From an optimization exercise on the open Yosys and OpenROAD flow, aimed at small area, a short achievable clock period and few clock cycles per item; shortcuts taken in it are not production practice. The RTL was checked by simulation tests, not by an equivalence proof against the original design. Power and IR drop assume default switching activity.

Setup of run A:
// line_fill_engine
module line_fill_engine #(
    parameter int LINE_BITS = 512,
    parameter int WORD_BITS = 32,
    parameter int ADDR_BITS = 32
) (
    input  logic                 clk,
    input  logic                 rst_n,
    input  logic                 req_valid,
    output logic                 req_ready,
    input  logic                 req_write,
    input  logic [ADDR_BITS-1:0] req_addr,
    input  logic [LINE_BITS-1:0] req_wdata,
    output logic                 resp_valid,
    output logic [LINE_BITS-1:0] resp_rdata,
    output logic                 mem_valid,
    input  logic                 mem_ready,
    output logic                 mem_we,
    output logic [ADDR_BITS-1:0] mem_addr,
    output logic [WORD_BITS-1:0] mem_wdata,
    input  logic                 mem_rvalid,
    input  logic [WORD_BITS-1:0] mem_rdata
);
Settings: LEC_CHECK=0, CAP_MARGIN=20, CORE_MARGIN=2, CORE_UTILIZATION=65, CTS_CLUSTER_DIAMETER=70, CTS_CLUSTER_SIZE=26, SETUP_SLACK_MARGIN=2.2, SLEW_MARGIN=20; clock period 4.2 ns.
standard.sh (not shown) runs the stock make flow with config.mk's settings and CLKGATE_MAP_FILE= SYNTH_SCRIPT=/design/flow/synth_recipe.tcl, a recipe that flattens the netlist after the stock synthesis.
==> flow/flow/run.sh <==
#!/bin/bash
# Standard layout, with a plain buf_1 as each port's buffer and the pins one
# routing track apart (so the die need not grow to fit them).
set -euo pipefail
bash standard.sh \
  "BUFFER_PORTS_ARGS=-buffer_cell sky130_fd_sc_hd__buf_1" \
  "PLACE_PINS_ARGS=-min_distance 1 -min_distance_in_tracks" \
  finish > standard.log 2>&1
Testbench counts of run A, summed over its fixed seeds: cycles 58,671, items 3,200.
> inputs changed (run A -> run B)
Settings: CTS_CLUSTER_DIAMETER: 70 -> 80; SETUP_SLACK_MARGIN: 2.2 -> 2.3; CTS_CLUSTER_SIZE: 26 -> 30.
### Flow results
Non-clock buffer count (run B over run A): increase, 12
From run A to run B the numbers moved as follows: clock slew seen by the registers of the worst setup and hold paths +0.02 ns; overall die width stayed essentially flat; setup slack after layout has decreased; internal power went down by 1.8%; area growth from synthesis to layout essentially unchanged.
When run B is set beside run A, its clock skew turns out to be 0.012 ns larger.
On via total after detailed routing, run A and run B are neck and neck.
Run comparison: run A termination of the worst setup path req_ready; run B termination of the worst setup path resp_rdata[160]
Taking run A as the reference, in run B wire length on met1 went up by 780 µm; detailed-routed wire length on met2 climbed 1.7%.
[inputs] run C vs run B
Settings: SETUP_SLACK_MARGIN: 2.3 -> 2.2.
Run C reached the end of the flow, and the finished layout is clean on the timing, DRC and antenna checks.
Re parity-gate share of the synthesized area counting xor and xnor cells: no difference whatsoever between run B and run C.
Post-layout instance count excluding filler cells (run C vs. run B) decreases slightly
Looking at final critical-path setup slack, run C sits 0.14 ns above run B.
[compare] base=run B new=run C: maximum operating frequency now sits higher; number of filler instances in the final layout now sits at about the same level; total power draw now sits at about the same level.
Combinational power share, run C and run B: lower on run C

---

The RTL this note starts from:
==> flow/design.v <==
module lfe_line_buffer #(
    parameter int LINE_BITS     = 512,
    parameter int WORD_BITS     = 32,
    parameter int BEAT_IDX_BITS = 4
) (
    input  logic                 clk,
    input  logic                 rst_n,
    input  logic                 wr_en,
    input  logic [WORD_BITS-1:0] wr_word,
    output logic                 wr_last,    
    output logic [LINE_BITS-1:0] line
);
    localparam int BEATS = LINE_BITS / WORD_BITS;
    logic [BEAT_IDX_BITS-1:0]        wr_idx;
    logic                            clear;      
    logic [WORD_BITS-1:0]            wr_data;
    logic [BEATS-1:0][WORD_BITS-1:0] words;
    assign wr_last = wr_en && (wr_idx == BEAT_IDX_BITS'(BEATS-1));
    assign wr_data = clear ? '0 : wr_word;
    always_ff @(posedge clk or negedge rst_n) begin
        if (!rst_n) begin
            wr_idx <= '0;
            clear  <= 1'b1;
        end else begin
            clear  <= 1'b0;
            if (wr_en)
                wr_idx <= wr_idx + BEAT_IDX_BITS'(1);
        end
    end
    for (genvar k = 0; k < BEATS; k++) begin : g_word
        always_ff @(posedge clk) begin
            if (clear || (wr_en && wr_idx == BEAT_IDX_BITS'(k)))
                words[k] <= wr_data;
        end
    end
    assign line = words;
endmodule
module line_fill_engine #(
    parameter int LINE_BITS = 512,
    parameter int WORD_BITS = 32,
    parameter int ADDR_BITS = 32
) (
    input  logic                 clk,
    input  logic                 rst_n,
    input  logic                 req_valid,
    output logic                 req_ready,
    input  logic                 req_write,
    input  logic [ADDR_BITS-1:0] req_addr,
    input  logic [LINE_BITS-1:0] req_wdata,
    output logic                 resp_valid,
    output logic [LINE_BITS-1:0] resp_rdata,
    output logic                 mem_valid,
    input  logic                 mem_ready,
    output logic                 mem_we,
    output logic [ADDR_BITS-1:0] mem_addr,
    output logic [WORD_BITS-1:0] mem_wdata,
    input  logic                 mem_rvalid,
    input  logic [WORD_BITS-1:0] mem_rdata
);
    localparam int OFFSET_BITS   = 6;
    localparam int BEATS         = LINE_BITS / WORD_BITS;
    localparam int BEAT_IDX_BITS = 4;
    localparam int LBASE_BITS    = ADDR_BITS - OFFSET_BITS;
    localparam int QDEPTH        = 4;    
    logic                     src_v, src_v_nxt, src_wr;
    logic [LBASE_BITS-1:0]    src_base;
    logic [BEAT_IDX_BITS-1:0] src_cnt;               
    logic [BEATS-1:0]         src_sel;               
    logic [WORD_BITS-1:0]     src_word, ld_word;
    logic [BEATS-1:0][WORD_BITS-1:0] wbuf;           
    logic                     d_v, d_we, d_last;
    logic [LBASE_BITS-1:0]    d_base;
    logic [BEAT_IDX_BITS-1:0] d_idx;
    logic [WORD_BITS-1:0]     d_data;
    logic [QDEPTH-1:0]        q_wr;                  
    logic [1:0]               q_hd, q_tl;
    logic [QDEPTH-1:0]        t_un, t_un_nxt;        
    logic [QDEPTH-1:0]        t_uw;                  
    logic [QDEPTH-1:0]        t_cw, t_cf;            
    logic [QDEPTH-1:0]        t_cw_nxt, t_cf_nxt;
    logic                     resp_q, rdy_q;
    logic [LINE_BITS-1:0]     line;
    function automatic logic [QDEPTH-1:0] therm(input logic [QDEPTH-1:0] t,
                                                input logic inc, input logic dec);
        therm = t;
        if (inc && !dec) therm = {t[QDEPTH-2:0], 1'b1};
        if (dec && !inc) therm = {1'b0, t[QDEPTH-1:1]};
    endfunction
    logic accept, pop, src_ok, byp_ok, src_ld, byp_ld, fill_ok, n_old_le1;
    logic wb_done, fill_done, resp_wb, head_wb_nxt;
    logic unused_addr_bits;
    assign unused_addr_bits = ^req_addr[OFFSET_BITS-1:0];
    assign req_ready = rdy_q;
    assign accept    = req_valid && rdy_q;
    assign pop       = !d_v || mem_ready;
    assign n_old_le1 = src_v ? !t_un[2] : !t_un[1];
    assign fill_ok   = !t_uw[0] || n_old_le1;
    assign src_ok = src_v && (src_wr || src_cnt != '0 || fill_ok);
    assign byp_ok = !src_v && accept && (req_write || fill_ok);
    assign src_ld = pop && src_ok;
    assign byp_ld = pop && byp_ok;
    always_comb begin
        src_v_nxt = src_v;
        if (accept)
            src_v_nxt = 1'b1;
        else if (src_ld && src_sel[BEATS-1])
            src_v_nxt = 1'b0;
    end
    always_ff @(posedge clk or negedge rst_n) begin
        if (!rst_n) begin
            src_v   <= 1'b0;
            src_cnt <= '0;
            src_sel <= BEATS'(1);
        end else begin
            src_v <= src_v_nxt;
            if (accept) begin
                src_cnt <= byp_ld ? BEAT_IDX_BITS'(1) : '0;
                src_sel <= byp_ld ? BEATS'(2) : BEATS'(1);
            end else if (src_ld) begin
                src_cnt <= src_cnt + BEAT_IDX_BITS'(1);
                src_sel <= {src_sel[BEATS-2:0], src_sel[BEATS-1]};
            end
        end
    end
    always_comb begin
        src_word = '0;
        for (int k = 0; k < BEATS; k++)
            src_word = src_word | (wbuf[k] & {WORD_BITS{src_sel[k]}});
    end
    assign ld_word = src_v ? src_word : req_wdata[WORD_BITS-1:0];
    always_ff @(posedge clk) begin
        if (!src_v) begin
            src_wr   <= req_write;
            src_base <= req_addr[ADDR_BITS-1:OFFSET_BITS];
            wbuf     <= req_wdata;
        end
    end
    always_ff @(posedge clk or negedge rst_n) begin
        if (!rst_n)
            d_v <= 1'b0;
        else if (pop)
            d_v <= src_ok || byp_ok;
    end
    always_ff @(posedge clk) begin
        if (src_ld) begin
            d_we   <= src_wr;
            d_base <= src_base;
            d_idx  <= src_cnt;
            d_last <= src_sel[BEATS-1];
        end else if (byp_ld) begin
            d_we   <= req_write;
            d_base <= req_addr[ADDR_BITS-1:OFFSET_BITS];
            d_idx  <= '0;
            d_last <= 1'b0;
        end
        if (src_ld || byp_ld)
            d_data <= ld_word;
    end
    assign mem_valid = d_v;
    assign mem_we    = d_we;
    assign mem_addr  = {d_base, d_idx, 2'b00};
    assign mem_wdata = d_data;
    assign wb_done    = d_v && d_we && d_last && mem_ready;
    assign resp_wb    = q_wr[q_hd];
    assign resp_valid = resp_q;
    assign t_un_nxt = therm(t_un, accept, resp_q);
    assign t_cw_nxt = therm(t_cw, wb_done, resp_q && resp_wb);
    assign t_cf_nxt = therm(t_cf, fill_done, resp_q && !resp_wb);
    assign head_wb_nxt = resp_q ? q_wr[q_hd + 2'd1] : q_wr[q_hd];
    always_ff @(posedge clk) begin
        if (accept) q_wr[q_tl] <= req_write;
    end
    always_ff @(posedge clk or negedge rst_n) begin
        if (!rst_n) begin
            q_hd   <= '0;
            q_tl   <= '0;
            t_un   <= '0;
            t_uw   <= '0;
            t_cw   <= '0;
            t_cf   <= '0;
            resp_q <= 1'b0;
            rdy_q  <= 1'b0;
        end else begin
            q_hd   <= q_hd + 2'(resp_q);
            q_tl   <= q_tl + 2'(accept);
            t_un   <= t_un_nxt;
            t_uw   <= therm(t_uw, accept && req_write, resp_q && resp_wb);
            t_cw   <= t_cw_nxt;
            t_cf   <= t_cf_nxt;
            resp_q <= head_wb_nxt ? t_cw_nxt[0] : t_cf_nxt[0];
            rdy_q  <= !src_v_nxt && !t_un_nxt[QDEPTH-1];
        end
    end
    lfe_line_buffer u_line (
        .clk     (clk),
        .rst_n   (rst_n),
        .wr_en   (mem_rvalid),
        .wr_word (mem_rdata),
        .wr_last (fill_done),
        .line    (line)
    );
    assign resp_rdata = line;
endmodule
Settings: LEC_CHECK=0, CAP_MARGIN=20, CORE_MARGIN=2, CORE_UTILIZATION=38, CTS_CLUSTER_DIAMETER=80, CTS_CLUSTER_SIZE=30, SETUP_SLACK_MARGIN=2.0, SLEW_MARGIN=20; clock period 4.2 ns.
==> flow/flow/run.sh <==
#!/bin/bash
# Standard layout, with a plain buf_1 as each port's buffer.
set -euo pipefail
bash standard.sh "BUFFER_PORTS_ARGS=-buffer_cell sky130_fd_sc_hd__buf_1" finish > standard.log 2>&1
Testbench counts at the start, summed over its fixed seeds: cycles 58,695, items 3,200.
Rerun with:
==> flow/flow/run.sh (replaced) <==
#!/bin/bash
# Standard layout, with a plain buf_1 as each port's buffer and the pins one
# routing track apart (so the die need not grow to fit them).
set -euo pipefail
bash standard.sh \
  "BUFFER_PORTS_ARGS=-buffer_cell sky130_fd_sc_hd__buf_1" \
  "PLACE_PINS_ARGS=-min_distance 1 -min_distance_in_tracks" \
  finish > standard.log 2>&1
Settings changed: CORE_UTILIZATION 38 to 65, SETUP_SLACK_MARGIN 2.0 to 2.1.
Result: Die area is lower by well over a third; power came out lower by a few percent; critical path depth rose by 1; combinational power decreases by a few percent; setup slack gets better by 29 ps; wire length goes down by about a fifth; first-iteration DRC count grows by about a fifth; worst hold slack is better by 67 ps; global-route usage rises by 12 points; non-clock buffer count falls by 24.
Rerun with:
Settings changed: SETUP_SLACK_MARGIN 2.1 to 2.2.
Effect:
- setup slack improves by 130 ps
- sequential power is about the same
- routed wire length went up by 2.7%
- total power went up by 2.8%
- die area stays the same
- fmax went up by 6.3%
- design area went up by 3.7%
- cell count went up by 0.80%
- sequential share of layout area went down by 2.6 points

[afterwards: timing with drivers on the ports]
Ports are ideal in the flow. The routed layouts listed here were re-timed in OpenROAD. Step 1, drivers: a clkbuf_16 drives clk and a buf_2 each remaining input, both assumed. Step 2 times the ports against the registers' clock, not the clock port: input delays grow and output delays shrink by t, the midpoint of the rising clock arrivals with the driver on. Slacks: no drivers / after step 1 / after step 2; pairs: no drivers / after step 1.
run | shift t [ns] | setup WS [ns] | worst data-port slew with drivers (ns)
run A | 0.690 | 2.050 / 1.987 / 1.566 | 0.25
run B | 0.697 | 1.926 / 1.859 / 1.353 | 0.21
run C | 0.678 | 2.062 / 1.998 / 1.549 | 0.23
the first run of note 2 | 0.740 | 1.949 / 1.877 / 1.370 | 0.22
the second run of note 2 | 0.688 | 1.978 / 1.978 / 1.583 | 0.22
the third run of note 2 | 0.686 | 2.110 / 2.046 / 1.711 | 0.19
After both steps every run listed still meets setup and hold. For the first run of note 2, which loses most, drivers alone change the setup slack by -0.072 ns; drivers and shift together by -0.579 ns.
